Background: an optimization exercise with open tools, aiming at small area. Do not read the settings as production practice.
Function was checked by simulation only, so behaviour that the tests miss may differ from the original.
No activity file was given, so power comes from the tool's default toggle rates.

===== flow/run.sh =====
#!/bin/bash
# synth_recipe.tcl (not shown) runs the flow's synth.tcl, then flattens the netlist and writes it again
# the make line also repeats each setting of config.mk as NAME=value (left out here)
make -C /OpenROAD-flow-scripts/flow DESIGN_CONFIG=/design/flow/config.mk WORK_HOME=/design/flow/orfs CLKGATE_MAP_FILE= SYNTH_SCRIPT=/design/flow/synth_recipe.tcl finish

===== flow/config.mk =====
export PLATFORM = sky130hd
export DESIGN_NAME = regfile_scb
export DESIGN_NICKNAME = regfile_scb
export VERILOG_FILES = /design/flow/design.v
export SDC_FILE = /design/flow/constraint.sdc
export NUM_CORES = 4
export LEC_CHECK = 0
export CAP_MARGIN = 20
export CORE_MARGIN = 2
export CORE_UTILIZATION = 40
export SLEW_MARGIN = 20

===== flow/constraint.sdc =====
create_clock -name core_clock -period 15.0 [get_ports {CLK}]
set_input_delay 3.0000 -clock core_clock [delete_from_list [all_inputs] [get_ports {CLK}]]
set_output_delay 3.0000 -clock core_clock [all_outputs]
set_load 0.01 [all_outputs]

===== flow/design.v =====
package regfile_pkg;
   localparam int DEF_WIDTH  = 32;
   localparam int DEF_ADDR_W = 5;
   localparam int ZERO_IDX   = 0;
   typedef logic [2**DEF_ADDR_W-1:0] busy_vec_t;
endpackage
module regfile_word
#(
   parameter int                WIDTH       = regfile_pkg::DEF_WIDTH,
   parameter logic [WIDTH-1:0]  RESET_VALUE = '0
) (
   input  logic             clk,
   input  logic             rst_n,
   input  logic             load,
   input  logic [WIDTH-1:0] d,
   output logic [WIDTH-1:0] q
);
   always_ff @(negedge clk or negedge rst_n) begin
      if (!rst_n) begin
         q <= RESET_VALUE;
      end else if (load) begin
         q <= d;
      end
   end
endmodule
module regfile_scb
#(
   parameter int               WIDTH       = regfile_pkg::DEF_WIDTH,
   parameter int               ADDR_W      = regfile_pkg::DEF_ADDR_W,
   parameter logic [WIDTH-1:0] RESET_VALUE = '0,
   parameter bit               ZERO_REG    = 1'b1
) (
   input  logic              CLK,
   input  logic              RESET,
   input  logic              WR_EN,
   input  logic [ADDR_W-1:0] WR_ADDR,
   input  logic [WIDTH-1:0]  WR_DATA,
   input  logic              RD_EN,
   input  logic [ADDR_W-1:0] RD_ADDR1,
   input  logic [ADDR_W-1:0] RD_ADDR2,
   output logic [WIDTH-1:0]  RD_DATA1,
   output logic [WIDTH-1:0]  RD_DATA2,
   output logic              RD_VALID,
   input  logic              RSV_EN,
   input  logic [ADDR_W-1:0] RSV_ADDR,
   output logic              BUSY1,
   output logic              BUSY2
);
   localparam int                DEPTH = 2**ADDR_W;
   localparam logic [ADDR_W-1:0] ZADDR = ADDR_W'(regfile_pkg::ZERO_IDX);
   logic [WIDTH-1:0] word_q [DEPTH];
   logic [DEPTH-1:0] busy;
   logic             wr_ok;
   logic             rsv_ok;
   logic [WIDTH-1:0] rd_word1;
   logic [WIDTH-1:0] rd_word2;
   assign wr_ok  = WR_EN  && !(ZERO_REG && (WR_ADDR  == ZADDR));
   assign rsv_ok = RSV_EN && !(ZERO_REG && (RSV_ADDR == ZADDR));
   for (genvar i = 0; i < DEPTH; i++) begin : g_word
      localparam logic [ADDR_W-1:0] IDX = ADDR_W'(i);
      if (ZERO_REG && (i == regfile_pkg::ZERO_IDX)) begin : g_zero
         assign word_q[i] = '0;
      end else begin : g_reg
         regfile_word #(
            .WIDTH       (WIDTH),
            .RESET_VALUE (RESET_VALUE)
         ) u_word (
            .clk   (CLK),
            .rst_n (RESET),
            .load  (wr_ok && (WR_ADDR == IDX)),
            .d     (WR_DATA),
            .q     (word_q[i])
         );
      end
   end
   always_ff @(negedge CLK or negedge RESET) begin
      if (!RESET) begin
         busy <= '0;
      end else begin
         if (wr_ok) begin
            busy[WR_ADDR] <= 1'b0;
         end
         if (rsv_ok) begin
            busy[RSV_ADDR] <= 1'b1;
         end
      end
   end
   always_comb begin
      rd_word1 = word_q[RD_ADDR1];
      rd_word2 = word_q[RD_ADDR2];
      BUSY1    = busy[RD_ADDR1];
      BUSY2    = busy[RD_ADDR2];
   end
   always_ff @(negedge CLK or negedge RESET) begin
      if (!RESET) begin
         RD_DATA1 <= '0;
         RD_DATA2 <= '0;
         RD_VALID <= 1'b0;
      end else begin
         RD_VALID <= RD_EN;
         if (RD_EN) begin
            RD_DATA1 <= rd_word1;
            RD_DATA2 <= rd_word2;
         end
      end
   end
endmodule

==> metrics.md <==
| Metric | Value |
|---|---|
| Outcome | `finished clean` |
| Worst min path class | `flip-flop to flip-flop` |
| Crit-path slowest cell | `sky130_fd_sc_hd__nor2_4` |
| Prevailing post-synth register cell | `sky130_fd_sc_hd__dfrtn_1` |
| Post-DP Area | `0.05918 mm2` |
| Largest fanout of any net on the critical path | `36` |
| Final hold violation count | `0` |
| Avg Vias per Cell | `7.238` |
| Post-synth EDFFs | `0` |
| Worst endpoint data arrival time | `6.65 ns` |
| Area of the die | `0.1403 mm2` |
| Number of antenna violations at the first check in global routing | `31` |
| Register area share after synthesis | `49.60%` |
| H-tree depth | `3` |
| Depth of the worst hold-timing path | `2` |
| Clock Root Buffer | `sky130_fd_sc_hd__clkbuf_16` |
| Fraction of registers with async set or reset after synthesis | `100.0%` |
| Final count of pins violating max slew | `0` |
| Leakage dissipation | `27.85 nW` |
| Total negative slack | `0 ns` |
| Core Area | `0.1360 mm2` |
| Final cell utilization of the core | `46.56%` |
| Number of design-rule violations left by the first detailed-router iteration | `7,840` |
| Required arrival time at the worst endpoint | `8.13 ns` |
| PD cells | `136.0 mW/mm2` |
| Io pins | `124` |
| HPWL after detailed placement | `164,000 um` |
| Multi-input combinational cell area | `0.02631 mm2` |
| Leftover overflow at the end of global routing | `0` |
| Fraction of final layout cells with drive strength greater than 1 | `34.12%` |
| Total number of nets in the final design | `4,691` |
| Initial Utilization | `40.40%` |
| Bufs and invs on worst path | `2` |
| Class of the most critical setup path | `input pin to flip-flop` |
| Worst Max-Slew Pin Slew | `1.228 ns` |
| Number of warnings issued by yosys | `4` |
| Horizontal die dimension | `374.6 um` |
| CTS clock-pin slew for the worst setup and hold paths | `0.04 ns` |
| Max-cap violation count | `0` |
| Maximum vdd ir drop | `0.00009791 V` |
| Area occupied by registers | `0.02725 mm2` |
| Count of input and output buffers | `123` |
| Switching power share of the total | `29.49%` |
| Clock tree skew after final layout | `0.02727 ns` |
| Synth Register Bits | `1,089` |
| Combinational cell fraction of total power | `15.8%` |
| Cell types occupying the most area after synthesis | `sky130_fd_sc_hd__dfrtn_1 50%, sky130_fd_sc_hd__mux2_2 21%, sky130_fd_sc_hd__a22oi_1 8.6%` |
| FP Rows | `135` |
| Internal cell power | `6.069 mW` |
| Max transition margin | `17.68%` |
| Height of the die | `374.6 um` |
| Number of cells produced by synthesis | `4,594` |
| Clock Latency Late Sink | `0.70 ns` |
| Most common cell in the synthesized netlist | `sky130_fd_sc_hd__dfrtn_1` |
| Total Routing Usage GR | `37.01%` |
| Crit path depth | `8` |
| Top Family by Delay on Critical Path | `simple AND/OR/NAND/NOR gates` |
| Total net switching power | `2.539 mW` |
| Critical path launch point type | `input pin` |
| Final setup violation count | `0` |
| Average wire length per cell after detail routing | `40.72 um` |
| Count of TritonRoute iterations in the first routing pass | `9` |
| Yosys cell types | `82` |
| Weighted congestion at the end of routability-driven global placement | `1.000` |
| Top cell type by total area after synthesis | `sky130_fd_sc_hd__dfrtn_1` |
| CP cell instances | `buf_4, nand3b_1, nor2_4, buf_4, a22oi_1, nand2_1, nor4_1, a22oi_1` |
| Clock group share of total power | `36.2%` |
| Post-synth net total | `4,661` |
| Top cells by instance count after synthesis | `1,089 x sky130_fd_sc_hd__dfrtn_1, 1,020 x sky130_fd_sc_hd__mux2_2, 630 x sky130_fd_sc_hd__a22oi_1` |
| Reg-to-reg critical path startpoint | `g_word[18].g_reg.u_word.q[29]$_DFFE_NN0P_` |
| Beginning of the worst hold path | `RD_DATA1[6]$_DFFE_NN0P_` |
| Clock tree from TritonCTS | `done` |
| RSZ-0062 raised after global routing | `false` |
| Via count of the first global-routing pass | `45,634` |
| Routed wire length | `265,700 um` |
| Slack of the worst reg-to-reg path | `12.34 ns` |
| Fraction of post-synthesis cell area in the top cell type by area | `49.60%` |
| Part of the power in registers | `48.0%` |
| Count of hold-fix buffers inserted at cts | `0` |
| Via count | `47,218` |
| Synthesis-to-layout area growth | `15.25%` |
| Clock sink count | `1,089` |
| DR DRC count | `0` |
| Final instance area | `0.06332 mm2` |
| Synthesized area per cell | `11.96 um2` |
| Number of gates given a new drive strength after cts | `0` |
| Register-to-Register Path Depth | `5` |
| Maximum clock insertion buffer count | `3` |
| Worst Setup End Kind | `flip-flop` |
| End point of the worst hold path | `RD_DATA1[6]$_DFFE_NN0P_` |
| Total CTS buffers | `118` |
| Buffers inserted by post-CTS timing repair | `0` |
| First-pass GRT wire length | `366,100 um` |
| Number of fill cells | `12,305` |
| Worst flop-to-flop path endpoint | `RD_DATA1[29]$_DFFE_NN0P_` |
| Summed instance area of the synthesized netlist | `0.05494 mm2` |
| Largest net degree at the start of global routing | `149` |
| Largest stage delay on the critical path | `1.03 ns` |
| Number of nets with antenna violations after detailed routing | `0` |
## layout by cell type, fill, tap and decap left out, types with 13 or more instances in the layout
master and n:
sky130_fd_sc_hd__mux2i_1 132, sky130_fd_sc_hd__a32oi_1 24, sky130_fd_sc_hd__clkbuf_1 23, sky130_fd_sc_hd__clkdlybuf4s50_1 98, sky130_fd_sc_hd__nor4_1 39, sky130_fd_sc_hd__o32a_1 19
sky130_fd_sc_hd__dfrtn_1 1089, sky130_fd_sc_hd__a221oi_1 28, sky130_fd_sc_hd__clkinv_2 22, sky130_fd_sc_hd__a22o_1 36, sky130_fd_sc_hd__nor2_1 45, sky130_fd_sc_hd__o22ai_1 58
sky130_fd_sc_hd__a22oi_1 630, sky130_fd_sc_hd__inv_1 38, sky130_fd_sc_hd__o21ai_0 92, sky130_fd_sc_hd__mux2_2 1020, sky130_fd_sc_hd__nand4_1 100, sky130_fd_sc_hd__clkbuf_8 29
sky130_fd_sc_hd__nor2b_1 35, sky130_fd_sc_hd__buf_2 18, sky130_fd_sc_hd__nand2_2 17, sky130_fd_sc_hd__mux4_2 21, sky130_fd_sc_hd__and3_1 121, sky130_fd_sc_hd__nand2b_1 33
sky130_fd_sc_hd__clkbuf_16 119, sky130_fd_sc_hd__nor3_1 25, sky130_fd_sc_hd__nand2_1 139, sky130_fd_sc_hd__diode_2 18, sky130_fd_sc_hd__buf_4 190, sky130_fd_sc_hd__a2111oi_0 52
sky130_fd_sc_hd__a21oi_1 33, sky130_fd_sc_hd__nor2_4 51, sky130_fd_sc_hd__o21bai_1 13, sky130_fd_sc_hd__buf_12 34, sky130_fd_sc_hd__nand3_1 86
## layer usage
layer | GRT usage, % | up-vias | part of all wire, % | wire [um]
met1 | 47.96 | 23941 | 37 | 98830
met2 | 50.74 | 4211 | 40 | 105600
met5 | 0 | - | 0.095 | 253
met3 | 14.56 | 1278 | 15 | 39080
met4 | 24.61 | 36 | 8.2 | 21850
li1 | - | 17752 | - | -
## kinds of logic after synthesis
logic type | synth area share (%)
AO/OA/AOI/OAI | 14.42
XOR/XNOR | 0.09565
adder cells (fa/ha/maj) | 0.2277
buffers and inverters | 3.689
flip-flops | 49.60
multiplexers | 24.19
AND/OR/NAND/NOR | 7.773
## cell type report
| class | count | share of cell area (%) |
|---|---|---|
| timing repair buffer | 344 | 5.154 |
| inverter | 38 | 0.2253 |
| multi-input combinational | 3033 | 41.55 |
| clock buffer | 171 | 5.470 |
| tap | 1781 | 3.519 |
| antenna | 18 | 0.07114 |
| clock inverter | 50 | 0.9742 |
| sequential | 1089 | 43.04 |
## flip-flops by register name (all words and copies together) (netlist names)
| signal | flops |
|---|---|
| RD_VALID | 1 |
| RD_DATA1 | 32 |
| g_word.g_reg.u_word.q | 992 |
| RD_DATA2 | 32 |
| busy | 32 |
## worst register-to-register path, cell delays in order, from the launching register on
cell	delay, ns
sky130_fd_sc_hd__dfrtn_1	0.36
sky130_fd_sc_hd__and3_1	0.15
sky130_fd_sc_hd__a2111oi_0	0.83
sky130_fd_sc_hd__nand3_1	0.17
sky130_fd_sc_hd__nor4_1	0.78
sky130_fd_sc_hd__o22ai_1	0.16
## stage by stage
step / std cells / worst slack [ns] / hold WS, ns / power (mW)
floorplan: 4594 / 2.149 / 0.4363 / 4.809
global placement: 6281 / 0.8618 / 0.4513 / 5.423
detailed placement: 6282 / 0.8652 / 0.4593 / 5.473
CTS: 6503 / 1.566 / 0.4594 / 8.554
global route: 6508 / 1.412 / 0.4769 / 8.870
finish: 6524 / 1.482 / 0.4509 / 8.608
## worst max path at each step
stage / end / from / slack [ns]
detailed placement: g_word[21].g_reg.u_word.q[13]$_DFFE_NN0P_ / WR_ADDR[3] / 0.87
CTS: g_word[21].g_reg.u_word.q[13]$_DFFE_NN0P_ / WR_ADDR[3] / 1.57
global route: g_word[21].g_reg.u_word.q[12]$_DFFE_NN0P_ / WR_ADDR[0] / 1.41
floorplan: g_word[8].g_reg.u_word.q[10]$_DFFE_NN0P_ / WR_ADDR[0] / 2.15
finish: RD_DATA2[14]$_DFFE_NN0P_ / RD_ADDR2[1] / 1.48
global placement: g_word[21].g_reg.u_word.q[16]$_DFFE_NN0P_ / WR_ADDR[3] / 0.86
## power by group through the flow
stage	clock network, mW	registers [mW]	logic, mW
floorplan	0	3.95	0.860
global route	3.24	4.19	1.44
CTS	3.12	4.10	1.33
finish	3.12	4.13	1.36
global placement	0	4.13	1.29
detailed placement	0	4.14	1.33
